Source: an optimization exercise on an open RTL-to-GDS flow (aim: a short achievable clock period and few clock cycles). Production flows keep margins and buffers that such runs may drop. Only simulation tests tie the RTL to the original design; equivalence was not proved. Power figures rest on the tool's default switching activity, not on a simulated workload.

**run.sh**
```bash
#!/bin/bash
# synth_recipe.tcl (not shown) runs the flow's synth.tcl, then flattens the netlist and writes it again
# the make line also repeats each setting of config.mk as NAME=value (left out here)
make -C /OpenROAD-flow-scripts/flow DESIGN_CONFIG=/design/flow/config.mk WORK_HOME=/design/flow/orfs CLKGATE_MAP_FILE= SYNTH_SCRIPT=/design/flow/synth_recipe.tcl finish
```
**config.mk**
```make
export PLATFORM = sky130hd
export DESIGN_NAME = procesador_multiciclo
export DESIGN_NICKNAME = procesador_multiciclo
export VERILOG_FILES = /design/flow/design.v
export SDC_FILE = /design/flow/constraint.sdc
export NUM_CORES = 4
export LEC_CHECK = 0
export ABC_CLOCK_PERIOD_IN_PS = 3000
export CAP_MARGIN = 20
export CORE_MARGIN = 2
export CORE_UTILIZATION = 35
export SETUP_SLACK_MARGIN = 3.0
export SLEW_MARGIN = 20
```
**design.v**
```verilog
package procesador_multiciclo_pkg;
   localparam logic [5:0] OP_RTYPE = 6'h00;
   localparam logic [5:0] OP_ADDI  = 6'h08;
   localparam logic [5:0] OP_LW    = 6'h23;
   localparam logic [5:0] OP_SW    = 6'h2B;
   localparam logic [5:0] OP_BEQ   = 6'h04;
   localparam logic [5:0] OP_J     = 6'h02;
   localparam logic [5:0] FN_ADD = 6'h20;
   localparam logic [5:0] FN_SUB = 6'h22;
   localparam logic [5:0] FN_AND = 6'h24;
   localparam logic [5:0] FN_OR  = 6'h25;
   localparam logic [5:0] FN_SLT = 6'h2A;
endpackage
module banco_reg_param #(
   parameter int DW = 32
) (
   input  logic          clk,
   input  logic          rst_n,
   input  logic [4:0]    ra1,
   input  logic [4:0]    ra2,
   output logic [DW-1:0] rd1,
   output logic [DW-1:0] rd2,
   input  logic          we,
   input  logic [4:0]    wa,
   input  logic [DW-1:0] wd
);
   logic [31:0][DW-1:0] regs;
   always_ff @(posedge clk or negedge rst_n) begin
      if (!rst_n)                 regs     <= '0;
      else if (we && wa != 5'd0)  regs[wa] <= wd;
   end
   assign rd1 = (ra1 == 5'd0) ? '0 : regs[ra1];
   assign rd2 = (ra2 == 5'd0) ? '0 : regs[ra2];
endmodule
module procesador_multiciclo #(
   parameter int            DW       = 32,
   parameter int            AW       = 8,
   parameter logic [AW-1:0] RESET_PC = '0
) (
   input  logic          clk,
   input  logic          rst_n,
   output logic          mem_req,
   output logic          mem_we,
   output logic [AW-1:0] mem_addr,
   output logic [DW-1:0] mem_wdata,
   input  logic [DW-1:0] mem_rdata,
   input  logic          mem_ack,
   output logic          halted,
   output logic [AW-1:0] pc_dbg
);
   logic        req_q, we_q, dat_q;      
   logic [5:0]  addr_q;
   logic [31:0] wdata_q;
   logic [5:0]  pc_n;                    
   logic        d_v, d_pt;
   logic [31:0] d_ir;
   logic [5:0]  d_pc, d_alt;
   logic        e_v;
   logic [31:0] e_a, e_b;
   logic [4:0]  e_dst;
   logic        e_wen, e_add, e_sub, e_and, e_or, e_slt, e_lw, e_beq, e_ill, e_pt;
   logic [5:0]  e_alt, e_pc1;
   logic        halted_q;
   logic [AW-1:0] pc_dbg_q;
   wire adv = !req_q || mem_ack;
   wire        f_arr = req_q && !dat_q;             
   wire [31:0] f_w   = mem_rdata;
   wire [5:0]  f_pc  = addr_q;
   wire        f_j   = f_w[31:26] == procesador_multiciclo_pkg::OP_J;
   wire        f_beq = f_w[31:26] == procesador_multiciclo_pkg::OP_BEQ;
   wire [5:0]  f_pc1 = f_pc + 6'd1;
   wire [5:0]  f_bt  = f_pc1 + f_w[5:0];
   wire        f_pt  = f_j || (f_beq && (f_w[15] || f_w[25:21] == f_w[20:16]));
   wire [5:0]  f_tgt = f_j ? f_w[5:0] : f_bt;
   wire [5:0]  f_nxt = f_pt ? f_tgt : f_pc1;
   logic [31:0] rv1, rv2, e_res;
   logic        rf_we;
   banco_reg_param #(.DW(32)) u_rf (
      .clk   (clk),
      .rst_n (rst_n),
      .ra1   (d_ir[25:21]),
      .ra2   (d_ir[20:16]),
      .rd1   (rv1),
      .rd2   (rv2),
      .we    (rf_we),
      .wa    (e_dst),
      .wd    (e_res)
   );
   wire [5:0]  d_op   = d_ir[31:26];
   wire [5:0]  d_fn   = d_ir[5:0];
   wire [4:0]  d_rs   = d_ir[25:21];
   wire [4:0]  d_rt   = d_ir[20:16];
   wire        d_r    = d_op == procesador_multiciclo_pkg::OP_RTYPE;
   wire        d_fadd = d_fn == procesador_multiciclo_pkg::FN_ADD;
   wire        d_fsub = d_fn == procesador_multiciclo_pkg::FN_SUB;
   wire        d_fand = d_fn == procesador_multiciclo_pkg::FN_AND;
   wire        d_for  = d_fn == procesador_multiciclo_pkg::FN_OR;
   wire        d_fslt = d_fn == procesador_multiciclo_pkg::FN_SLT;
   wire        d_rok  = d_r && (d_fadd || d_fsub || d_fand || d_for || d_fslt);
   wire        d_addi = d_op == procesador_multiciclo_pkg::OP_ADDI;
   wire        d_lw   = d_op == procesador_multiciclo_pkg::OP_LW;
   wire        d_sw   = d_op == procesador_multiciclo_pkg::OP_SW;
   wire        d_beq  = d_op == procesador_multiciclo_pkg::OP_BEQ;
   wire        d_j    = d_op == procesador_multiciclo_pkg::OP_J;
   wire        d_ill  = !(d_rok || d_addi || d_lw || d_sw || d_beq || d_j);
   wire [4:0]  d_dst  = d_r ? d_ir[15:11] : d_rt;
   wire        d_wen  = (d_rok || d_addi || d_lw) && d_dst != 5'd0;
   wire        fw1    = e_v && e_wen && e_dst == d_rs;
   wire        fw2    = e_v && e_wen && e_dst == d_rt;
   wire [31:0] d_a    = fw1 ? e_res : rv1;
   wire [31:0] d_b    = fw2 ? e_res : rv2;
   wire [31:0] d_simm = {{16{d_ir[15]}}, d_ir[15:0]};
   wire [31:0] d_base = (fw1 && e_lw) ? mem_rdata : rv1;
   wire [7:0]  d_ea   = d_base[7:0] + d_ir[7:0];
   wire        d_mem  = d_v && (d_lw || d_sw);
   wire        d_rply = d_mem && fw1 && !e_lw;
   always_comb begin
      e_res = ({32{e_add}} & (e_a + e_b)) | ({32{e_sub}} & (e_a - e_b)) |
              ({32{e_and}} & (e_a & e_b)) | ({32{e_or}} & (e_a | e_b)) |
              ({32{e_slt}} & {31'd0, $signed(e_a) < $signed(e_b)}) |
              ({32{e_lw}} & mem_rdata);
   end
   wire x_mis  = e_v && e_beq && ((e_a == e_b) != e_pt);
   wire x_halt = e_v && e_ill;
   assign rf_we = adv && e_v && e_wen;
   always_ff @(posedge clk or negedge rst_n) begin
      if (!rst_n) begin
         req_q    <= 1'b0;
         we_q     <= 1'b0;
         dat_q    <= 1'b0;
         addr_q   <= RESET_PC[7:2];
         wdata_q  <= '0;
         pc_n     <= RESET_PC[7:2];
         d_v      <= 1'b0;
         e_v      <= 1'b0;
         halted_q <= 1'b0;
         pc_dbg_q <= '0;
      end else if (adv && !halted_q) begin
         e_v <= d_v && !x_mis && !x_halt && !d_rply;
         d_v <= f_arr && !x_mis && !x_halt && !d_rply;
         req_q <= 1'b1;
         we_q  <= 1'b0;
         dat_q <= 1'b0;
         if (x_halt) begin
            req_q    <= 1'b0;
            halted_q <= 1'b1;
            pc_dbg_q <= {e_pc1, 2'b00};
         end else if (x_mis) begin
            addr_q <= e_alt;
         end else if (d_rply) begin
            addr_q <= d_pc;
         end else if (d_mem) begin
            dat_q   <= 1'b1;
            we_q    <= d_sw;
            addr_q  <= d_ea[7:2];
            wdata_q <= d_b;
            pc_n    <= f_arr ? f_nxt : pc_n;
         end else begin
            addr_q <= f_arr ? f_nxt : pc_n;
         end
      end
   end
   always_ff @(posedge clk) begin
      if (adv) begin
         if (f_arr) begin
            d_ir  <= f_w;
            d_pc  <= f_pc;
            d_pt  <= f_pt;
            d_alt <= f_pt ? f_pc1 : f_bt;
         end
         e_a   <= d_a;
         e_b   <= d_addi ? d_simm : d_b;
         e_dst <= d_dst;
         e_wen <= d_wen;
         e_add <= (d_r && d_fadd) || d_addi;
         e_sub <= d_r && d_fsub;
         e_and <= d_r && d_fand;
         e_or  <= d_r && d_for;
         e_slt <= d_r && d_fslt;
         e_lw  <= d_lw;
         e_beq <= d_beq;
         e_ill <= d_ill;
         e_pt  <= d_pt;
         e_alt <= d_alt;
         e_pc1 <= d_pc + 6'd1;
      end
   end
   assign mem_req   = req_q;
   assign mem_we    = we_q;
   assign mem_addr  = {addr_q, 2'b00};
   assign mem_wdata = wdata_q;
   assign halted    = halted_q;
   assign pc_dbg    = pc_dbg_q;
endmodule
```
**constraint.sdc**
```tcl
create_clock -name core_clock -period 6.5 [get_ports {clk}]
set_input_delay 1.3000 -clock core_clock [delete_from_list [all_inputs] [get_ports {clk}]]
set_output_delay 1.3000 -clock core_clock [all_outputs]
set_load 0.01 [all_outputs]
```
==> impl_metrics.tcl, run 1 <==
set metrics [dict create \
    postSynthCellCount 6157 \
    critPathMaxStageDelay_ns 0.55 \
    setup_viol_count_final 0 \
    maxCapViolCount 0 \
    grtUsageTotal_pct 25.0 \
    async_reset_ff_share_pct 88.8 \
    path_cells "buf_12, buf_12, buf_16, mux4_2, mux4_2, mux2i_4, nor2_1, mux2_2, ha_4, and2_1, o21ai_2, o21ai_4, o41ai_4, nand3b_1, nand3_1" \
    ys_ff_latch 1216 \
    crit_type "reg -> reg" \
    firstDrtPassIters 8 \
    antenna_found_initial 9 \
    p_leak_nw 33.6 \
    worstMarginPinSlew_ns 1.11 \
    synth_edf_count 136 \
    syn_to_final_growth_pct 22.6 \
    yosysWarnings 2 \
    yosys-top-cells-count "dfrtp_1, nor2_1, nand2_1" \
    rsz0062_at_grt "yes" \
    slew_headroom_pct 25.3 \
    hpwl_um 134000 \
    portBuffers 81 \
    finalHoldViolations 0 \
    gp_congestion 0.930 \
    cts_buffer_depth 3 \
    ctsHoldBuffers 0 \
    hold_ws_ns 0.387 \
    synth.most_common_cell "dfrtp_1" \
    post-route-util_pct 43.3 \
    status "finished clean" \
    cp_num_buf_inv 3 \
    avgRoutedWirePerCell_um 29.4 \
    tns_ns 0 \
    synth_area_leaders "dfrtp_1, mux4_2, edfxtp_1, a21oi_1, o21ai_0" \
    finClkSkew_ns 0.0389 \
    cts-root-buf "clkbuf_16" \
    routed_wl_um 259000 \
    die_width_um 439 \
    p_per_area_mw_per_mm2 476 \
    nNetsFinal 6369 \
    die-area_sq_mm 0.193 \
    clock_latency_ns 0.81 \
    place_area_sq_mm 0.0696 \
    gr-total-overflow 0 \
    vias 54900 \
    die_height_um 439 \
    post-place-cells 8266 \
    drive_gt1_share_pct 26.9 \
    total_power_mw 38.7 \
    grt_pass1_wl_um 359000 \
    arrival_ns 4.62 \
    max_freq_ghz 0.252 \
    grt_max_degree 179 \
    crit_path_top_delay_cell "mux4_2" \
    yosysSeqAreaShare_pct 46.9 \
    grt_pass1_vias 52100 \
    clkSlewWorstSetupHoldPaths_ns 0.06 \
    start_kind "flip-flop" \
    cts_tree "done" \
    ys.flop_type "dfrtp_1" \
    drv_slew 0 \
    cts_buffers 134 \
    ant_nets 0 \
    fin_area_sq_mm 0.0813 \
    synth_cell_types 98 \
    ios 86 \
    finalWorstSetupSlack_ns 2.53 \
    vias_per_cell 6.22 \
    num_rows 159 \
    yosysTopAreaCell "dfrtp_1" \
    cp_data_required_time_ns 7.15 \
    core_sq_mm 0.188 \
    htreeDepth 4 \
    start_util_pct 35.3 \
    dpl_worst_slack_ns 1.77 \
    drt_iter0_drc 7588 \
    min_path_type "reg -> reg" \
    end_kind "flip-flop" \
    critPathTopFamily "multiplexers" \
    finalCritPeriodShare_pct 61.1 \
    clock_sinks 1216 \
    synth_area_sq_mm 0.0663 \
    drc 0 \
    fin_crit_ns 3.97 \
    syn_avg_cell_area_sq_um 10.8 \
    yosysTopAreaCellShare_pct 40.7 \
    n_antenna_cell 0 \
    crit_fanout 6 \
    ir_worst_vdd_mv 0.353 \
    finalNonFillerCells 8819 \
]
==> power breakdown <==
| part | switching (mW) | internal [mW] |
|---|---|---|
| Combinational | 11.2 | 8.29 |
| Sequential | 1.62 | 9.78 |
| Clock | 3.31 | 4.50 |
| Total | 16.1 | 22.6 |
==> metal layers <==
layer | track usage, % | vias up | share of wire (%)
met5 | 0 | - | 0.048
met4 | 11.4 | 12 | 5.0
met3 | 6.99 | 678 | 13
met2 | 37.6 | 3532 | 44
met1 | 33.6 | 27900 | 38
li1 | - | 22800 | -
==> flip-flops by register name, summed over array words and instances, names as in the netlist, 5 cells and up <==
signal     count
e_alt          6
u_rf.regs   1024
pc_dbg_q       6
pc_n           6
e_a           32
d_ir          32
wdata_q       32
d_alt          6
e_dst          5
e_pc1          6
addr_q         6
e_b           32
d_pc           6
==> kinds of logic after synthesis <==
group | Yosys count | synth area share (%)
adders and majority gates | 114 | 2.18
muxes | 785 | 20.7
and+or+nand+nor | 1552 | 9.66
AOI/OAI and AO/OA | 1733 | 15.5
other | 1 | 0.00565
buffers and inverters | 700 | 4.28
DFF | 1216 | 46.9
xor gates and xnor gates | 56 | 0.739
==> repair_timing <==
action | in CTS | in global routing
pin swaps | 79 | 190
buffers inserted | 146 | 87
endpoints found under the setup margin | 978 | 808
cloned | 44 | 36
gates resized for setup | 373 | 541
==> layout by cell type, fill, tap and decap left out, types with 23 or more instances in the layout <==
cell type        netlist  routed
dfrtp_1             1080    1080
nor2_1               691     671
nand2_1              620     602
a21oi_1              617     502
o21ai_0              601     476
mux4_2               467     467
mux2i_1              270     248
buf_4                 18     197
clkbuf_16              0     158
edfxtp_1             136     136
o21ai_2               12     130
a221oi_1             119     113
a21oi_2                7     102
inv_1                104      93
buf_12                 0      82
clkdlybuf4s50_1        0      80
ha_1                 111      77
a22oi_1               70      69
buf_6                  3      56
o211ai_1              46      46
mux2_2                48      43
xnor2_1               43      39
clkbuf_1             442      36
nand3_1               45      34
o21ai_1               32      31
clkbuf_8               0      28
nor3_1                45      27
o22ai_1               46      26
buf_16                 0      25
ha_4                   0      23
==> layout make-up <==
cell class	count	area, sq um
Timing Repair Buffer	482	6110
Clock inverter	40	483
Timing Repair inverter	1	5.00
Clock buffer	200	3920
Tap cell	2495	3120
Sequential cell	1216	31100
Inverter	106	412
Fill cell	17100	107000
Multi-Input combinational cell	4279	36200
==> worst paths after layout <==
path                       slack (ns)         start             end  cells past startpoint
max                              2.53      d_ir[21]       addr_q[5]                     15
min                              0.39  u_rf.regs[0]    u_rf.regs[0]                      0
max reg2reg                      2.53      d_ir[21]       addr_q[5]                     15
min reg2reg                      0.39  u_rf.regs[0]    u_rf.regs[0]                      0
max in group asynchronous        4.40         rst_n  u_rf.regs[213]                      2
min in group asynchronous        0.52         rst_n      wdata_q[9]                      1
Testbench counts, summed over its fixed seeds: cycles 87,047.
==> inputs of run 2 (changes only) <==
--- a/design.v
+++ b/design.v
@@ -18,8 +18,7 @@
    input  logic          rst_n,
-   input  logic [4:0]    ra1,
-   input  logic [4:0]    ra2,
+   input  logic [31:0]   rs1,
+   input  logic [31:0]   rs2,
    output logic [DW-1:0] rd1,
    output logic [DW-1:0] rd2,
-   input  logic          we,
-   input  logic [4:0]    wa,
+   input  logic [31:0]   ws,
    input  logic [DW-1:0] wd
@@ -28,7 +27,16 @@
    always_ff @(posedge clk or negedge rst_n) begin
-      if (!rst_n)                 regs     <= '0;
-      else if (we && wa != 5'd0)  regs[wa] <= wd;
-   end
-   assign rd1 = (ra1 == 5'd0) ? '0 : regs[ra1];
-   assign rd2 = (ra2 == 5'd0) ? '0 : regs[ra2];
+      if (!rst_n) regs <= '0;
+      else begin
+         for (int i = 1; i < 32; i++)
+            if (ws[i]) regs[i] <= wd;
+      end
+   end
+   always_comb begin
+      rd1 = '0;
+      rd2 = '0;
+      for (int i = 1; i < 32; i++) begin
+         rd1 = rd1 | ({DW{rs1[i]}} & regs[i]);
+         rd2 = rd2 | ({DW{rs2[i]}} & regs[i]);
+      end
+   end
 endmodule
@@ -56,2 +64,3 @@
    logic [31:0] d_ir;
+   logic [31:0] d_rs_oh, d_rt_oh;        
    logic [5:0]  d_pc, d_alt;
@@ -60,4 +69,10 @@
    logic [4:0]  e_dst;
+   logic [31:0] e_dst_oh;
+   logic        w_we;
+   logic [4:0]  w_dst;
+   logic [31:0] w_ws, w_res;
    logic        e_wen, e_add, e_sub, e_and, e_or, e_slt, e_lw, e_beq, e_ill, e_pt;
    logic [5:0]  e_alt, e_pc1;
+   logic [63:0] bh_v, bh_t;              
+   logic [5:0]  e_pc;
    logic        halted_q;
@@ -65,5 +80,10 @@
    wire adv = !req_q || mem_ack;
-   wire        f_arr = req_q && !dat_q;             
-   wire [31:0] f_w   = mem_rdata;
-   wire [5:0]  f_pc  = addr_q;
+   logic [31:0] ib_d [0:31];             
+   logic [31:0] ib_t, ib_v;              
+   wire        m_arr = req_q && !dat_q;             
+   wire        i_hit = ib_v[pc_n[4:0]] && ib_t[pc_n[4:0]] == pc_n[5];
+   wire        i_arr = req_q && dat_q && i_hit;     
+   wire        f_arr = m_arr || i_arr;
+   wire [31:0] f_w   = m_arr ? mem_rdata : ib_d[pc_n[4:0]];
+   wire [5:0]  f_pc  = m_arr ? addr_q : pc_n;
    wire        f_j   = f_w[31:26] == procesador_multiciclo_pkg::OP_J;
@@ -72,3 +92,5 @@
    wire [5:0]  f_bt  = f_pc1 + f_w[5:0];
-   wire        f_pt  = f_j || (f_beq && (f_w[15] || f_w[25:21] == f_w[20:16]));
+   wire        f_hv  = bh_v[f_pc];
+   wire        f_ht  = bh_t[f_pc];
+   wire        f_pt  = f_j || (f_beq && (f_hv ? f_ht : (f_w[15] || f_w[25:21] == f_w[20:16])));
    wire [5:0]  f_tgt = f_j ? f_w[5:0] : f_bt;
@@ -76,3 +98,2 @@
    logic [31:0] rv1, rv2, e_res;
-   logic        rf_we;
    banco_reg_param #(.DW(32)) u_rf (
@@ -80,9 +101,8 @@
       .rst_n (rst_n),
-      .ra1   (d_ir[25:21]),
-      .ra2   (d_ir[20:16]),
+      .rs1   (d_rs_oh),
+      .rs2   (d_rt_oh),
       .rd1   (rv1),
       .rd2   (rv2),
-      .we    (rf_we),
-      .wa    (e_dst),
-      .wd    (e_res)
+      .ws    (w_ws),
+      .wd    (w_res)
    );
@@ -109,18 +129,26 @@
    wire        fw2    = e_v && e_wen && e_dst == d_rt;
-   wire [31:0] d_a    = fw1 ? e_res : rv1;
-   wire [31:0] d_b    = fw2 ? e_res : rv2;
    wire [31:0] d_simm = {{16{d_ir[15]}}, d_ir[15:0]};
-   wire [31:0] d_base = (fw1 && e_lw) ? mem_rdata : rv1;
-   wire [7:0]  d_ea   = d_base[7:0] + d_ir[7:0];
+   function automatic logic [31:0] fwd(input logic f, input logic [31:0] base);
+      fwd = ({32{f && e_add}} & x_sum) | ({32{f && e_sub}} & x_dif) | ({32{f}} & x_log) |
+            ({32{!f}} & base);
+   endfunction
+   wire [31:0] b1     = (w_we && w_dst == d_rs) ? w_res : rv1;
+   wire [31:0] b2     = (w_we && w_dst == d_rt) ? w_res : rv2;
+   wire [31:0] d_a    = fwd(fw1, b1);
+   wire [31:0] d_b    = fwd(fw2, b2);
+   wire [31:0] d_bop  = fwd(fw2 && !d_addi, d_addi ? d_simm : b2);
+   wire [7:0]  d_ea   = b1[7:0] + d_ir[7:0];
    wire        d_mem  = d_v && (d_lw || d_sw);
-   wire        d_rply = d_mem && fw1 && !e_lw;
+   wire        d_rply = d_mem && fw1;
+   wire [31:0] x_sum = e_a + e_b;
+   wire [31:0] x_dif = e_a - e_b;
+   wire [31:0] x_log = ({32{e_and}} & (e_a & e_b)) | ({32{e_or}} & (e_a | e_b)) |
+                       ({32{e_slt}} & {31'd0, $signed(e_a) < $signed(e_b)}) |
+                       ({32{e_lw}} & mem_rdata);
    always_comb begin
-      e_res = ({32{e_add}} & (e_a + e_b)) | ({32{e_sub}} & (e_a - e_b)) |
-              ({32{e_and}} & (e_a & e_b)) | ({32{e_or}} & (e_a | e_b)) |
-              ({32{e_slt}} & {31'd0, $signed(e_a) < $signed(e_b)}) |
-              ({32{e_lw}} & mem_rdata);
-   end
-   wire x_mis  = e_v && e_beq && ((e_a == e_b) != e_pt);
+      e_res = ({32{e_add}} & x_sum) | ({32{e_sub}} & x_dif) | x_log;
+   end
+   wire x_eq   = e_a == e_b;
+   wire x_mis  = e_v && e_beq && (x_eq != e_pt);
    wire x_halt = e_v && e_ill;
-   assign rf_we = adv && e_v && e_wen;
    always_ff @(posedge clk or negedge rst_n) begin
@@ -135,5 +163,20 @@
          e_v      <= 1'b0;
+         w_we     <= 1'b0;
+         w_ws     <= '0;
          halted_q <= 1'b0;
          pc_dbg_q <= '0;
+         bh_v     <= '0;
+         bh_t     <= '0;
+         ib_v     <= '0;
       end else if (adv && !halted_q) begin
+         if (m_arr) begin
+            ib_v[addr_q[4:0]] <= 1'b1;
+            ib_t[addr_q[4:0]] <= addr_q[5];
+         end
+         if (e_v && e_beq) begin
+            bh_v[e_pc] <= 1'b1;
+            bh_t[e_pc] <= x_eq;
+         end
+         w_we <= e_v && e_wen;
+         w_ws <= (e_v && e_wen) ? e_dst_oh : 32'd0;
          e_v <= d_v && !x_mis && !x_halt && !d_rply;
@@ -163,2 +206,3 @@
    always_ff @(posedge clk) begin
+      if (adv && m_arr) ib_d[addr_q[4:0]] <= mem_rdata;
       if (adv) begin
@@ -166,2 +210,4 @@
             d_ir  <= f_w;
+            d_rs_oh <= 32'd1 << f_w[25:21];
+            d_rt_oh <= 32'd1 << f_w[20:16];
             d_pc  <= f_pc;
@@ -171,4 +217,7 @@
          e_a   <= d_a;
-         e_b   <= d_addi ? d_simm : d_b;
+         e_b   <= d_bop;
+         w_dst <= e_dst;
+         w_res <= e_res;
          e_dst <= d_dst;
+         e_dst_oh <= 32'd1 << d_dst;
          e_wen <= d_wen;
@@ -184,2 +233,3 @@
          e_alt <= d_alt;
+         e_pc  <= d_pc;
          e_pc1 <= d_pc + 6'd1;
--- a/config.mk
+++ b/config.mk
@@ -11,3 +11,3 @@
 export CORE_UTILIZATION = 35
-export SETUP_SLACK_MARGIN = 3.0
+export SETUP_SLACK_MARGIN = 3.5
 export SLEW_MARGIN = 20
==> run 2 against run 1 <==
Compared with the run above: largest cell class is now registers; still clean; via count grew 60%; wire length grew 89%; clock skew grew 0.012 ns; non-clock buffer count grew 362; clock power grew 100%; synthesized cell count grew 34%; sequential share of layout area grew 12 points; critical path type unchanged.
==> impl_metrics.tcl, run 2 <==
set metrics [dict create \
    status "finished clean" \
    synth_edf_count 1328 \
    clock_latency_ns 0.88 \
    arrival_ns 5.06 \
    hpwl_um 270000 \
    htreeDepth 5 \
    gr-usage-met3_pct 10.4 \
    slew_headroom_pct 17.9 \
    clock_sinks 2568 \
    synth_area_leaders "edfxtp_1, dfrtp_1, mux2_2, mux4_2, a22o_1" \
    cts-root-buf "clkbuf_16" \
    grt_pass1_vias 84800 \
    rrSetupSlack_ns 2.22 \
    syn_to_final_growth_pct 21.3 \
    antenna_found_initial 29 \
    regToRegStartpoint "d_rs_oh[31]" \
    gr-total-overflow 0 \
    end_kind "flip-flop" \
    fin_crit_ns 4.28 \
    synth_cell_types 90 \
    postSynthCellCount 8248 \
    firstDrtPassIters 13 \
    setup_viol_count_final 0 \
    final_cell_mix "edfxtp_1, dfrtp_1, mux2_2, buf_4, nand2_1" \
    gp_congestion 0.952 \
    rsz0062_at_grt "yes" \
    vias_per_cell 6.59 \
    num_rows 211 \
    cts_buffer_depth 4 \
    finalHoldViolations 0 \
    met2_usage_pct 40.7 \
    ys.flop_type "edfxtp_1" \
    ys_ff_latch 2568 \
    largest_reg_flops 1024 \
    p_per_area_mw_per_mm2 302 \
    cts_tree "done" \
    r2r_cells 10 \
    ios 86 \
    crit_start "d_rs_oh[31]" \
    grt_max_degree 159 \
    layout_commonest_cell "edfxtp_1" \
    post-route-util_pct 42.7 \
    async_reset_ff_share_pct 48.3 \
    yosysWarnings 2 \
    portBuffers 81 \
    avgRoutedWirePerCell_um 36.8 \
    die_height_um 580 \
    drt_iter0_drc 16100 \
    min_path_type "in -> async" \
    synth_area_sq_mm 0.116 \
    setup.worst_path.end "addr_q[5]" \
    start_util_pct 35.2 \
    cp_data_required_time_ns 7.28 \
    finClkSkew_ns 0.0506 \
    crit_fanout 26 \
    cts_buffers 272 \
    worstMarginPinSlew_ns 1.23 \
    gr-max-usage-layer "met2" \
    core_sq_mm 0.330 \
    nNetsFinal 8889 \
    maxCapViolCount 0 \
    yosysTopAreaCellShare_pct 34.3 \
    routed_wl_um 490000 \
    use_met1_pct 35.7 \
    grtUsageTotal_pct 27.9 \
    worstReg2RegEnd "addr_q[5]" \
    crit_type "reg -> reg" \
    die-area_sq_mm 0.337 \
    max_freq_ghz 0.233 \
    synth.most_common_cell "edfxtp_1" \
    vias 87700 \
    yosys-top-cells-count "edfxtp_1, dfrtp_1, mux2_2" \
    syn_avg_cell_area_sq_um 14.1 \
    drive_gt1_share_pct 36.0 \
    ant_nets 0 \
    drv_slew 0 \
    die_width_um 580 \
    p_leak_nw 55.1 \
    finalCritPeriodShare_pct 65.9 \
    ir_worst_vdd_mv 0.232 \
    yosysTopAreaCell "edfxtp_1" \
    yosysSeqAreaShare_pct 61.0 \
    tns_ns 0 \
    grt_pass1_wl_um 671000 \
    clkSlewWorstSetupHoldPaths_ns 0.07 \
    drc 0 \
    start_kind "flip-flop" \
]
run 2: changes by cell type in the layout (fill, tap and decap cells not counted), moves of 161 or more:
| cell | delta |
|---|---|
| a22oi_1 | +288 |
| a21oi_1 | -397 |
| mux2_2 | +979 |
| buf_4 | +319 |
| a22o_1 | +320 |
| nor2_1 | -424 |
| o21ai_0 | -402 |
| edfxtp_1 | +1192 |
| mux4_2 | -161 |
| a221oi_1 | +176 |
| mux2i_1 | -178 |
run 2: cell type report:
type	count	area, sq um
diodes	12	30.0
clock buffers	367	7650
inverters	157	607
flip-flops and latches	2568	71000
repair buffers	844	9020
multi-input cells	4888	46100
well taps	4366	5460
fillers	29300	189000
clock inverters	100	1050
run 2: kinds of logic (layout without fill, tap and decap cells):
family,Yosys count,in the layout,synth area share [%]
other,1,16,0.00323
flip-flops,2568,2568,61.0
adder cells (fa/ha/maj),123,123,1.34
buffers and inverters,808,1468,2.75
AND/OR/NAND/NOR,1412,1423,5.60
XOR/XNOR,57,57,0.430
AO/OA/AOI/OAI,1819,1821,11.8
multiplexers,1460,1460,17.0
run 2: through the flow:
step	instance area, sq um	std cells	worst slack (ns)	total power, mW	hold WS, ns
after CTS	138000	13200	2.35	41.7	0.345
after global routing	141000	13300	2.19	43.7	0.364
after detailed placement	123000	12400	1.43	24.8	0.405
after global placement	123000	12400	1.47	24.7	0.407
after floorplan	117000	8251	2.01	22.8	0.400
final	141000	13300	2.22	42.5	0.355
run 2: how the worst min path moves through the flow:
stage,from,endpoint,slack [ns]
after floorplan,d_alt[0],e_alt[0],0.40
after global placement,d_alt[5],e_alt[5],0.41
after detailed placement,d_alt[0],e_alt[0],0.40
after CTS,rst_n,u_rf.regs[131],0.35
after global routing,rst_n,u_rf.regs[899],0.36
final,rst_n,u_rf.regs[163],0.35
run 2: critical path, cell delays in order (launching register included):
cell	delay [ns]
edfxtp_1	0.93
buf_4	0.79
a221oi_1	0.18
nand4_1	0.19
nor3_1	0.10
a21oi_1	0.60
xnor2_1	0.29
or3b_2	0.49
a41oi_1	0.25
o21ai_0	0.14
o21a_1	0.21
run 2: metal layers:
layer / part of all wire, % / wire length [um]
met1: 36 / 178000
met2: 42 / 207000
met3: 14 / 69100
met4: 7.3 / 35600
met5: 0.062 / 302
run 2: power breakdown:
part | leakage, nW | internal (mW) | total (mW) | switching (mW)
sequential | 28.9 | 18.6 | 20.0 | 1.48
combinational | 21.9 | 3.17 | 6.76 | 3.59
clock | 4.26 | 9.05 | 15.7 | 6.67
run 2: timing repair:
action	CTS	global route
gates cloned	40	15
pin swaps	192	154
hold buffers	0	0
setup buffers	291	111
resized for setup	711	336
setup endpoints to repair	1479	469
Testbench counts of run 2, summed over its fixed seeds: cycles 76,225.
==> inputs of run 3 (changes only) <==
--- a/design.v
+++ b/design.v
@@ -82,2 +82,4 @@
    logic [31:0] ib_t, ib_v;              
+   logic [5:0]  ib_g [0:31];             
+   logic [31:0] ib_j, ib_b, ib_s;        
    wire        m_arr = req_q && !dat_q;             
@@ -96,3 +98,5 @@
    wire [5:0]  f_tgt = f_j ? f_w[5:0] : f_bt;
-   wire [5:0]  f_nxt = f_pt ? f_tgt : f_pc1;
+   wire [4:0]  n_i   = pc_n[4:0];
+   wire        n_pt  = ib_j[n_i] || (ib_b[n_i] && (bh_v[pc_n] ? bh_t[pc_n] : ib_s[n_i]));
+   wire [5:0]  f_nxt = m_arr ? (f_pt ? f_tgt : f_pc1) : (n_pt ? ib_g[n_i] : pc_n + 6'd1);
    logic [31:0] rv1, rv2, e_res;
@@ -153,2 +157,3 @@
    wire x_halt = e_v && e_ill;
+   wire sel_d  = d_mem && !fw1 && !x_mis && !x_halt;
    always_ff @(posedge clk or negedge rst_n) begin
@@ -174,2 +179,5 @@
             ib_t[addr_q[4:0]] <= addr_q[5];
+            ib_j[addr_q[4:0]] <= f_j;
+            ib_b[addr_q[4:0]] <= f_beq;
+            ib_s[addr_q[4:0]] <= f_w[15] || f_w[25:21] == f_w[20:16];
          end
@@ -186,2 +194,3 @@
          dat_q <= 1'b0;
+         addr_q <= sel_d ? d_ea[7:2] : x_mis ? e_alt : d_rply ? d_pc : (f_arr ? f_nxt : pc_n);
          if (x_halt) begin
@@ -190,14 +199,7 @@
             pc_dbg_q <= {e_pc1, 2'b00};
-         end else if (x_mis) begin
-            addr_q <= e_alt;
-         end else if (d_rply) begin
-            addr_q <= d_pc;
-         end else if (d_mem) begin
+         end else if (sel_d) begin
             dat_q   <= 1'b1;
             we_q    <= d_sw;
-            addr_q  <= d_ea[7:2];
             wdata_q <= d_b;
             pc_n    <= f_arr ? f_nxt : pc_n;
-         end else begin
-            addr_q <= f_arr ? f_nxt : pc_n;
          end
@@ -206,3 +208,6 @@
    always_ff @(posedge clk) begin
-      if (adv && m_arr) ib_d[addr_q[4:0]] <= mem_rdata;
+      if (adv && m_arr) begin
+         ib_d[addr_q[4:0]] <= mem_rdata;
+         ib_g[addr_q[4:0]] <= f_tgt;
+      end
       if (adv) begin
==> run 3 against run 2 <==
Compared with the run above: sequential cell count up 288; critical path depth grew 3; via count increased by 9.9%; cell area grew 13%; area after synthesis grew 11%; sequential power down 3%.
==> impl_metrics.tcl, run 3 <==
set metrics [dict create \
    num_rows 223 \
    hpwl_um 296000 \
    ir_worst_vdd_mv 0.242 \
    start_kind "flip-flop" \
    grt_pass1_wl_um 733000 \
    synth_edf_count 1616 \
    dpl_worst_slack_ns 0.780 \
    hold_ws_ns 0.244 \
    p_leak_nw 61.7 \
    path_cells "buf_4, buf_4, a221oi_1, nand4_1, nor3_2, a21oi_1, ha_1, a21oi_1, nand2_1, o211ai_1, nand4_1, a21oi_1, o22ai_2" \
    syn_to_final_growth_pct 22.9 \
    arrival_ns 5.02 \
    yosys-top-cells-count "edfxtp_1, dfrtp_1, mux2_2" \
    largest_reg_flops 1024 \
    gp_congestion 0.965 \
    post-place-cells 13700 \
    ys.flop_type "edfxtp_1" \
    avgRoutedWirePerCell_um 35.9 \
    max_freq_ghz 0.236 \
    die_height_um 612 \
    cp_data_required_time_ns 7.28 \
    post-route-util_pct 43.2 \
    tns_ns 0 \
    finalHoldViolations 0 \
    min_path_type "in -> async" \
    cts_buffers 311 \
    yosysWarnings 2 \
    yosysSeqAreaShare_pct 61.4 \
    routed_wl_um 532000 \
    grt_max_degree 182 \
    clock_latency_ns 0.94 \
    critPathTopFamily "compound AO/OA/AOI/OAI gates" \
    final_cell_mix "edfxtp_1, dfrtp_1, mux2_2, buf_4, mux4_2" \
    drc 0 \
    finalCritPeriodShare_pct 65.1 \
    slew_headroom_pct 18.9 \
    antenna_found_initial 19 \
    finalWorstSetupSlack_ns 2.27 \
    synth_area_sq_mm 0.129 \
    fin_crit_ns 4.23 \
    p_per_area_mw_per_mm2 251 \
    nNetsFinal 9756 \
    worstReg2RegEnd "addr_q[5]" \
    worstMarginPinSlew_ns 1.22 \
    cp_num_buf_inv 2 \
    setup_viol_count_final 0 \
    yosysTopAreaCell "edfxtp_1" \
    synth_area_leaders "edfxtp_1, dfrtp_1, mux2_2, mux4_2, a22oi_1" \
    drt_iter0_drc 16100 \
    ios 86 \
    cp.depth 13 \
    rrSetupSlack_ns 2.27 \
    end_kind "flip-flop" \
    path_common_cell "a21oi_1" \
    ctsHoldBuffers 0 \
    clock_sinks 2856 \
    crit_fanout 18 \
    rsz0062_at_grt "yes" \
    postSynthCellCount 8986 \
    crit_type "reg -> reg" \
    drv_slew 0 \
    gr-total-overflow 0 \
    maxCapViolCount 0 \
    portBuffers 81 \
    grtUsageTotal_pct 27.4 \
    vias_per_cell 6.51 \
    ant_nets 0 \
    finClkSkew_ns 0.0440 \
    regToRegStartpoint "d_rs_oh[6]" \
    cts_buffer_depth 4 \
    core_sq_mm 0.369 \
    crit_path_top_delay_cell "buf_4" \
    async_reset_ff_share_pct 43.4 \
    yosysTopAreaCellShare_pct 37.5 \
    synth_cell_types 95 \
    ys_ff_latch 2856 \
    syn_avg_cell_area_sq_um 14.4 \
    start_util_pct 35.1 \
    r2r_cells 13 \
    synth.most_common_cell "edfxtp_1" \
    die_width_um 612 \
    clkSlewWorstSetupHoldPaths_ns 0.06 \
    grt_pass1_vias 93300 \
    firstDrtPassIters 22 \
    htreeDepth 5 \
    drive_gt1_share_pct 37.1 \
    cts-root-buf "clkbuf_16" \
    status "finished clean" \
    cts_tree "done" \
    finalNonFillerCells 14800 \
    critPathMaxStageDelay_ns 0.62 \
    die-area_sq_mm 0.375 \
    layout_commonest_cell "edfxtp_1" \
    vias 96400 \
]
[run 3: routing by layer]
metal  GRT usage (%)  up-vias  routed length, um
li1                -    36800                  -
met1            35.1    49500             193000
met2            40.7     7923             231000
met3            8.57     2094              68800
met4            16.6       20              38900
met5           0.581        -                473
[run 3: area by class of cell]
| type | count | area, sq um |
|---|---|---|
| antenna | 11 | 27.5 |
| tap | 4950 | 6190 |
| fill | 32500 | 209000 |
| clock buffer | 420 | 8750 |
| clock inverter | 145 | 1600 |
| inverter | 182 | 754 |
| timing repair buffer | 985 | 11200 |
| timing repair inverter | 2 | 10.0 |
| multi-input combinational | 5259 | 51000 |
| sequential | 2856 | 79600 |
[run 3: cells by family after synthesis]
logic type	after synthesis	synth area share [%]
flip-flops	2856	61.4
XOR/XNOR	100	0.676
buffers and inverters	885	2.91
AND/OR/NAND/NOR	1406	5.03
adder cells (fa/ha/maj)	124	1.22
AO/OA/AOI/OAI	2048	11.7
other	1	0.00290
multiplexers	1566	17.0
[run 3: stage by stage]
step	power, mW	area (sq um)
5_1_grt	40.8	159000
3_3_place_gp	21.3	137000
3_5_place_dp	21.4	137000
4_1_cts	39.7	156000
6_report	39.9	159000
2_1_floorplan	20.4	130000
[run 3: how the worst max path moves through the flow]
stage	from	to
floorplan	mem_ack	bh_t[0]
global placement	pc_n[0]	pc_n[5]
detailed placement	pc_n[0]	pc_n[5]
CTS	pc_n[3]	ib_g[31][5]
global route	pc_n[0]	pc_n[5]
finish	d_rs_oh[6]	addr_q[5]
[run 3: timing repair]
action                                   CTS  global route
resized for setup                       1265           383
endpoints found under the setup margin  2022          1431
buffers inserted                         394           101
cloned                                    54             8
pin swaps                                254           191
[run 3: where the power goes]
group	total (mW)	internal, mW	leakage [nW]	switching, mW
logic	2.19	0.666	24.8	1.53
registers	19.5	19.3	31.9	0.172
clock network	18.2	10.7	5.05	7.59
Testbench counts of run 3, summed over its fixed seeds: cycles 76,225.
==> inputs of run 4 (changes only) <==
--- a/design.v
+++ b/design.v
@@ -20,4 +20,6 @@
    input  logic [31:0]   rs2,
+   input  logic [31:0]   rs3,
    output logic [DW-1:0] rd1,
    output logic [DW-1:0] rd2,
+   output logic [7:0]    rd3,
    input  logic [31:0]   ws,
@@ -36,2 +38,3 @@
       rd2 = '0;
+      rd3 = '0;
       for (int i = 1; i < 32; i++) begin
@@ -39,2 +42,3 @@
          rd2 = rd2 | ({DW{rs2[i]}} & regs[i]);
+         rd3 = rd3 | ({8{rs3[i]}} & regs[i][7:0]);
       end
@@ -65,2 +69,3 @@
    logic [31:0] d_rs_oh, d_rt_oh;        
+   logic [31:0] d_ra_oh;                 
    logic [5:0]  d_pc, d_alt;
@@ -102,2 +107,3 @@
    logic [31:0] rv1, rv2, e_res;
+   logic [7:0]  rva;
    banco_reg_param #(.DW(32)) u_rf (
@@ -106,2 +112,4 @@
       .rs1   (d_rs_oh),
+      .rs3   (d_ra_oh),
+      .rd3   (rva),
       .rs2   (d_rt_oh),
@@ -143,3 +151,3 @@
    wire [31:0] d_bop  = fwd(fw2 && !d_addi, d_addi ? d_simm : b2);
-   wire [7:0]  d_ea   = b1[7:0] + d_ir[7:0];
+   wire [7:0]  d_ea   = ((w_we && w_dst == d_rs) ? w_res[7:0] : rva) + d_ir[7:0];
    wire        d_mem  = d_v && (d_lw || d_sw);
@@ -216,2 +224,4 @@
             d_rs_oh <= 32'd1 << f_w[25:21];
+            d_ra_oh <= (f_w[31:26] == procesador_multiciclo_pkg::OP_LW ||
+                        f_w[31:26] == procesador_multiciclo_pkg::OP_SW) ? 32'd1 << f_w[25:21] : 32'd0;
             d_rt_oh <= 32'd1 << f_w[20:16];
==> run 4 against run 3 <==
Compared with the run above: setup slack worse by 0.29 ns; core utilization up 0.15 points; fmax fell by 6.4%; wire length increased by 6.1%; largest cell class unchanged; largest power group unchanged; sequential cell count rose by 31; critical path depth rose by 6; combinational power rose by 6%; global-route usage rose by 1.1 points; area after synthesis up 1.5%; cell area grew 2.0%; non-clock buffer count up 89; still clean on timing, DRC and antenna.
==> impl_metrics.tcl, run 4 <==
set metrics [dict create \
    crit_type "reg -> reg" \
    antenna_found_initial 37 \
    async_reset_ff_share_pct 43.0 \
    finalCritPeriodShare_pct 69.6 \
    clkPwrFrac_pct 45.2 \
    nNetsFinal 9914 \
    ant_nets 0 \
    clock_latency_ns 0.95 \
    hpwl_um 305000 \
    dpl_worst_slack_ns 0.505 \
    fin_crit_ns 4.52 \
    gr-total-overflow 0 \
    path_cells "buf_12, mux4_2, mux4_2, mux2i_1, nor2_1, a21oi_2, buf_6, inv_4, ha_4, a21o_1, a21oi_2, o21bai_2, a21oi_2, xnor2_2, buf_4, nor2_4, buf_12, xnor2_4, buf_12" \
    die_width_um 617 \
    p_switching_mw 9.58 \
    finalHoldViolations 0 \
    synth_cell_types 92 \
    grt_pass1_vias 95700 \
    cts-root-buf "clkbuf_16" \
    core_sq_mm 0.375 \
    syn_avg_cell_area_sq_um 14.5 \
    cts_buffers 313 \
    intPower_mw 30.6 \
    postSynthCellCount 9086 \
    routed_wl_um 565000 \
    tns_ns 0 \
    die_height_um 617 \
    crit_fanout 8 \
    pwr-share-comb_pct 5.8 \
    arrival_ns 5.18 \
    clkSlewWorstSetupHoldPaths_ns 0.07 \
    ys_ff_latch 2887 \
    p_per_area_mw_per_mm2 248 \
    synth_edf_count 1647 \
    die-area_sq_mm 0.380 \
    num_rows 225 \
    ios 86 \
    cp_num_buf_inv 6 \
    start_util_pct 35.1 \
    drc 0 \
    vias_per_cell 6.56 \
    portBuffers 81 \
    maxCapViolCount 0 \
    slew_headroom_pct 12.9 \
    end_kind "flip-flop" \
    min_path_type "in -> async" \
    firstDrtPassIters 11 \
    layout_commonest_cell "edfxtp_1" \
    clock_sinks 2887 \
    htreeDepth 5 \
    largest_reg_flops 1024 \
    yosysTopAreaCell "edfxtp_1" \
    seqPwrFrac_pct 49.0 \
    vias 98600 \
    final_cell_mix "edfxtp_1, dfrtp_1, mux2_2, buf_4, nand2_1" \
    worstMarginPinSlew_ns 1.31 \
    critPathMaxStageDelay_ns 0.49 \
    rsz0062_at_grt "yes" \
    finalWorstSetupSlack_ns 1.98 \
    synth_area_leaders "edfxtp_1, dfrtp_1, mux2_2, mux4_2, a22o_1" \
    finClkSkew_ns 0.0532 \
    ctsHoldBuffers 0 \
    cts_buffer_depth 4 \
    grt_pass1_wl_um 768000 \
    status "finished clean" \
    p_leak_nw 62.1 \
    synth_area_sq_mm 0.131 \
    syn_to_final_growth_pct 23.6 \
    critPathTopFamily "multiplexers" \
    grt_max_degree 166 \
    drive_gt1_share_pct 37.4 \
    yosysWarnings 2 \
    yosysTopAreaCellShare_pct 37.6 \
    max_freq_ghz 0.221 \
    yosys-top-cells-count "edfxtp_1, dfrtp_1, mux2_2" \
    yosysSeqAreaShare_pct 61.3 \
    total_power_mw 40.2 \
    cts_tree "done" \
    ys.flop_type "edfxtp_1" \
    fillers 32800 \
    setup_viol_count_final 0 \
    crit_path_top_delay_cell "mux4_2" \
    drt_iter0_drc 18100 \
    ir_worst_vdd_mv 0.255 \
    avgRoutedWirePerCell_um 37.6 \
    gp_congestion 0.965 \
    grtUsageTotal_pct 28.5 \
    start_kind "flip-flop" \
    cp_data_required_time_ns 7.16 \
    synth.most_common_cell "edfxtp_1" \
    drv_slew 0 \
    p_sw_share_pct 23.8 \
]
==> run 4: changes by cell type in the layout (fill, tap and decap cells not counted), moves of 37 or more <==
| cell | delta |
|---|---|
| o21ai_2 | -42 |
| nor2_4 | +37 |
| buf_4 | +59 |
| o21ai_0 | -52 |
| o21bai_1 | -43 |
| buf_12 | +42 |
| nand2_1 | +46 |
| nand2b_1 | +39 |
| a22o_1 | +75 |
| a22oi_1 | +63 |
==> run 4: final cells by class <==
class	instances	area [sq um]	share of cell area (%)
diodes	25	62.6	0.0385
clock buffers	427	8760	5.40
clock inverters	142	1460	0.900
inverters	179	703	0.433
multi-input cells	5301	52000	32.1
flip-flops and latches	2887	80600	49.6
well taps	4994	6250	3.85
repair buffers	1074	12500	7.72
==> run 4: metal layers <==
metal | part of all wire [%] | GRT usage, % | wire length, um | vias up
met5 | 0.13 | 0.871 | 750 | -
li1 | - | - | - | 37400
met2 | 43 | 41.8 | 240000 | 8104
met1 | 36 | 35.8 | 202000 | 50800
met3 | 14 | 10.8 | 78400 | 2335
met4 | 7.6 | 17.0 | 42900 | 46
==> run 4: worst paths after layout <==
| kind | startpoint | end | slack [ns] | depth (start not counted) |
|---|---|---|---|---|
| max | pc_n[0] | ib_g[7][5] | 1.98 | 19 |
| max reg2reg | pc_n[0] | ib_g[7][5] | 1.98 | 19 |
| min reg2reg | d_alt[2] | e_alt[2] | 0.41 | 0 |
| min in group core_clock | d_alt[2] | e_alt[2] | 0.41 | 0 |
| max in group asynchronous | rst_n | bh_v[55] | 4.28 | 3 |
| min | rst_n | u_rf.regs[227] | 0.40 | 1 |
==> run 4: power by group through the flow <==
| stage | Clock, mW | Combinational, mW | Sequential, mW |
|---|---|---|---|
| after global routing | 19.0 | 2.34 | 19.7 |
| final | 18.2 | 2.32 | 19.7 |
| after detailed placement | 0 | 1.53 | 20.1 |
| after floorplan | 0 | 0.629 | 20.0 |
| after global placement | 0 | 1.49 | 20.1 |
| after CTS | 18.2 | 1.96 | 19.7 |
==> run 4: cells by family after synthesis <==
| group | after synthesis | share of synthesized area (%) |
|---|---|---|
| compound gates | 1989 | 11.5 |
| xor+xnor | 98 | 0.653 |
| fa+ha+maj | 123 | 1.19 |
| buf+inv | 914 | 2.80 |
| flops | 2887 | 61.3 |
| mux | 1607 | 17.4 |
| other cells | 1 | 0.00285 |
| simple gates | 1467 | 5.14 |
==> run 4: per-stage QoR <==
| step | std cells | util, % | hold slack [ns] | instance area (sq um) |
|---|---|---|---|---|
| 6_report | 15000 | 43.3 | 0.398 | 162000 |
| 5_1_grt | 15000 | 43.3 | 0.428 | 162000 |
| 3_3_place_gp | 13800 | 37.2 | 0.403 | 140000 |
| 4_1_cts | 14900 | 42.5 | 0.421 | 159000 |
| 2_1_floorplan | 9089 | - | 0.400 | 132000 |
| 3_5_place_dp | 13800 | 37.3 | 0.408 | 140000 |
==> run 4: timing repair <==
| item | 4_1_cts | 5_1_grt |
|---|---|---|
| gates resized for setup | 1081 | 455 |
| setup endpoints to repair | 2136 | 1613 |
| pin swaps | 247 | 228 |
| cloned | 63 | 11 |
| buffers inserted | 444 | 117 |
Testbench counts of run 4, summed over its fixed seeds: cycles 76,225.
==> inputs of run 5 (changes only) <==
--- a/config.mk
+++ b/config.mk
@@ -10,4 +10,4 @@
 export CORE_MARGIN = 2
-export CORE_UTILIZATION = 35
-export SETUP_SLACK_MARGIN = 3.5
+export CORE_UTILIZATION = 50
+export SETUP_SLACK_MARGIN = 4.0
 export SLEW_MARGIN = 20
==> run 5 against run 4 <==
Compared with the run above: still clean; clock skew rose by 0.0038 ns; critical path depth did not move; wire length rose by 2.4%; hold slack got worse by 0.091 ns; global-route usage rose by 13 points; critical endpoint is now addr_q[5]; largest cell class unchanged; largest power group unchanged; highest routed layer unchanged.
==> impl_metrics.tcl, run 5 <==
set metrics [dict create \
    status "finished clean" \
    largest_reg_flops 1024 \
    ctsHoldBuffers 0 \
    cts-root-buf "clkbuf_16" \
    final_cell_mix "edfxtp_1, dfrtp_1, mux2_2, buf_4, mux4_2" \
    synth.most_common_cell "edfxtp_1" \
    vias_per_cell 7.34 \
    tns_ns 0 \
    drt_iter0_drc 18500 \
    drc 0 \
    async_reset_ff_share_pct 43.0 \
    avgRoutedWirePerCell_um 41.9 \
    yosysTopAreaCell "edfxtp_1" \
    end_kind "flip-flop" \
    setup_viol_count_final 0 \
    start_kind "flip-flop" \
    total_power_mw 39.9 \
    p_leak_nw 64.4 \
    drv_slew 0 \
    die_width_um 517 \
    clkSlewWorstSetupHoldPaths_ns 0.07 \
    synth_area_sq_mm 0.131 \
    die_height_um 517 \
    nNetsFinal 10200 \
    finalWorstSetupSlack_ns 1.97 \
    htreeDepth 5 \
    portBuffers 81 \
    gr-total-overflow 0 \
    num_rows 188 \
    grt_pass1_vias 96400 \
    postSynthCellCount 9086 \
    fin_crit_ns 4.53 \
    ys.flop_type "edfxtp_1" \
    cp_data_required_time_ns 7.30 \
    hpwl_um 303000 \
    yosysWarnings 2 \
    synth_cell_types 92 \
    synth_area_leaders "edfxtp_1, dfrtp_1, mux2_2, mux4_2, a22o_1" \
    firstDrtPassIters 15 \
    cts_tree "done" \
    maxCapViolCount 0 \
    crit_type "reg -> reg" \
    grt_max_degree 171 \
    max_freq_ghz 0.221 \
    yosysSeqAreaShare_pct 61.3 \
    hold_ws_ns 0.307 \
    drive_gt1_share_pct 40.7 \
    vias 101000 \
    die-area_sq_mm 0.267 \
    cts_buffer_depth 4 \
    routed_wl_um 578000 \
    core_sq_mm 0.262 \
    syn_avg_cell_area_sq_um 14.5 \
    gp_congestion 0.989 \
    layout_commonest_cell "edfxtp_1" \
    crit_path_top_delay_cell "dfrtp_4" \
    cts_buffers 315 \
    slew_headroom_pct 13.7 \
    path_cells "buf_12, buf_12, mux4_2, mux4_2, mux2i_1, nor2_2, a21oi_4, inv_2, ha_4, a21o_1, a21oi_4, o21bai_1, a21oi_2, xnor2_2, o21bai_1, and3_4, mux2i_2, a311o_1, o21ai_1" \
    ant_nets 0 \
    min_path_type "in -> async" \
    ios 86 \
    finClkSkew_ns 0.0570 \
    p_per_area_mw_per_mm2 241 \
    yosysTopAreaCellShare_pct 37.6 \
    grt_pass1_wl_um 769000 \
    rsz0062_at_grt "yes" \
    antenna_found_initial 35 \
    r2r_cells 19 \
    grtUsageTotal_pct 41.4 \
    crit_fanout 5 \
    ir_worst_vdd_mv 0.346 \
    yosys-top-cells-count "edfxtp_1, dfrtp_1, mux2_2" \
    arrival_ns 5.33 \
    start_util_pct 50.2 \
    finalCritPeriodShare_pct 69.7 \
    finalHoldViolations 0 \
    dpl_worst_slack_ns 0.991 \
    worstMarginPinSlew_ns 1.29 \
    ys_ff_latch 2887 \
    critPathMaxStageDelay_ns 0.51 \
    synth_edf_count 1647 \
    syn_to_final_growth_pct 25.8 \
    clock_latency_ns 0.91 \
    clock_sinks 2887 \
]
-- run 5: cell types whose count changed in the layout (fill, tap and decap cells not counted), moves of 24 or more --
cell / before / now
buf_4: 567 / 662
buf_6: 169 / 255
nand2_1: 442 / 403
nand2_4: 14 / 45
buf_8: 32 / 62
buf_16: 59 / 86
inv_1: 146 / 119
clkbuf_16: 332 / 357
dlygate4sd2_1: 26 / 1
buf_12: 153 / 177
-- run 5: where the power goes --
group	internal [mW]	total, mW	switching [mW]
logic	0.769	2.43	1.66
clock network	10.1	17.8	7.68
registers	19.6	19.7	0.171
-- run 5: logic make-up (layout without fill, tap and decap cells) --
logic type | Yosys count | after routing | synth area share [%]
flops | 2887 | 2887 | 61.3
compound gates | 1989 | 1993 | 11.5
mux | 1607 | 1611 | 17.4
simple gates | 1467 | 1474 | 5.14
buf+inv | 914 | 2084 | 2.80
fa+ha+maj | 123 | 123 | 1.19
xor+xnor | 98 | 98 | 0.653
other cells | 1 | 30 | 0.00285
-- run 5: worst max-delay path: cells and delay by family, from the launching register on --
| family | cells | cell delay, ns |
|---|---|---|
| AO/OA/AOI/OAI | 8 | 1.62 |
| multiplexers | 4 | 1.21 |
| flip-flops | 1 | 0.51 |
| buffers and inverters | 3 | 0.40 |
| AND/OR/NAND/NOR | 2 | 0.29 |
| adder cells (fa/ha/maj) | 1 | 0.24 |
| XOR/XNOR | 1 | 0.12 |
-- run 5: what timing repair did --
action	CTS	global route
pin swaps	230	326
cloned	85	52
endpoints found under the hold margin	0	0
endpoints found under the setup margin	2519	1448
setup buffers	510	253
gates resized for setup	1416	757
-- run 5: layout make-up --
cell class | count | area [sq um]
fill | 18700 | 96500
sequential | 2887 | 80600
multi-input combinational | 5303 | 53100
timing repair buffer | 1341 | 16400
clock buffer | 429 | 8810
tap | 3515 | 4400
clock inverter | 134 | 1170
inverter | 179 | 746
antenna | 26 | 65.1
timing repair inverter | 1 | 7.51
-- run 5: through the flow --
| stage | util, % | std cells | area [sq um] |
|---|---|---|---|
| 6_report | 63.1 | 13800 | 165000 |
| 3_3_place_gp | 52.5 | 12300 | 138000 |
| 2_1_floorplan | - | 9089 | 132000 |
| 3_5_place_dp | 52.6 | 12300 | 138000 |
| 5_1_grt | 63.1 | 13800 | 165000 |
| 4_1_cts | 60.7 | 13500 | 159000 |
-- run 5: metal layers --
layer / vias to the layer above / track usage, % / part of all wire, %
li1: 37900 / - / -
met1: 51500 / 51.4 / 34
met2: 9020 / 60.6 / 43
met3: 2909 / 14.5 / 14
met4: 28 / 28.7 / 9.7
met5: - / 0.559 / 0.067
-- run 5: worst paths after layout --
kind                          start             end  slack [ns]
hold reg to reg            d_alt[5]        e_alt[5]        0.43
min in group core_clock    d_alt[5]        e_alt[5]        0.43
setup / recovery            pc_n[0]       addr_q[5]        1.97
max in group asynchronous     rst_n  u_rf.regs[344]        4.28
hold / removal                rst_n        bh_t[61]        0.31
setup reg to reg            pc_n[0]       addr_q[5]        1.97

[port drivers added, routing unchanged]
How much do the figures lean on ideal ports? The routed layouts below were timed once more, with nothing changed but the port constraints. Step 1: set_driving_cell puts a clkbuf_16 on clk and a buf_2 on each other input, an assumption about the parent block. Step 2, shift: input delay + t, output delay - t, t = (earliest + latest rising clock arrival at the registers) / 2. This alone moves slack from input paths to output paths. a / b / c = no drivers / after step 1 / after step 2; a / b = the first two.
run | t (ns) | slack for setup (ns) | hold WS [ns]
run 1 | 0.867 | 2.527 / 2.527 / 2.172 | 0.387 / 0.387 / 0.387
run 2 | 0.966 | 2.216 / 2.216 / 1.988 | 0.355 / 0.336 / 0.421
run 3 | 1.018 | 2.265 / 2.265 / 1.756 | 0.244 / 0.258 / 0.436
run 4 | 1.038 | 1.976 / 1.976 / 1.844 | 0.398 / 0.356 / 0.411
run 5 | 0.990 | 1.969 / 1.969 / 1.654 | 0.307 / 0.324 / 0.428
After both steps every run listed still meets setup and hold. For run 3, which loses most, drivers alone change the setup slack by 0.000 ns; drivers and shift together by -0.509 ns.
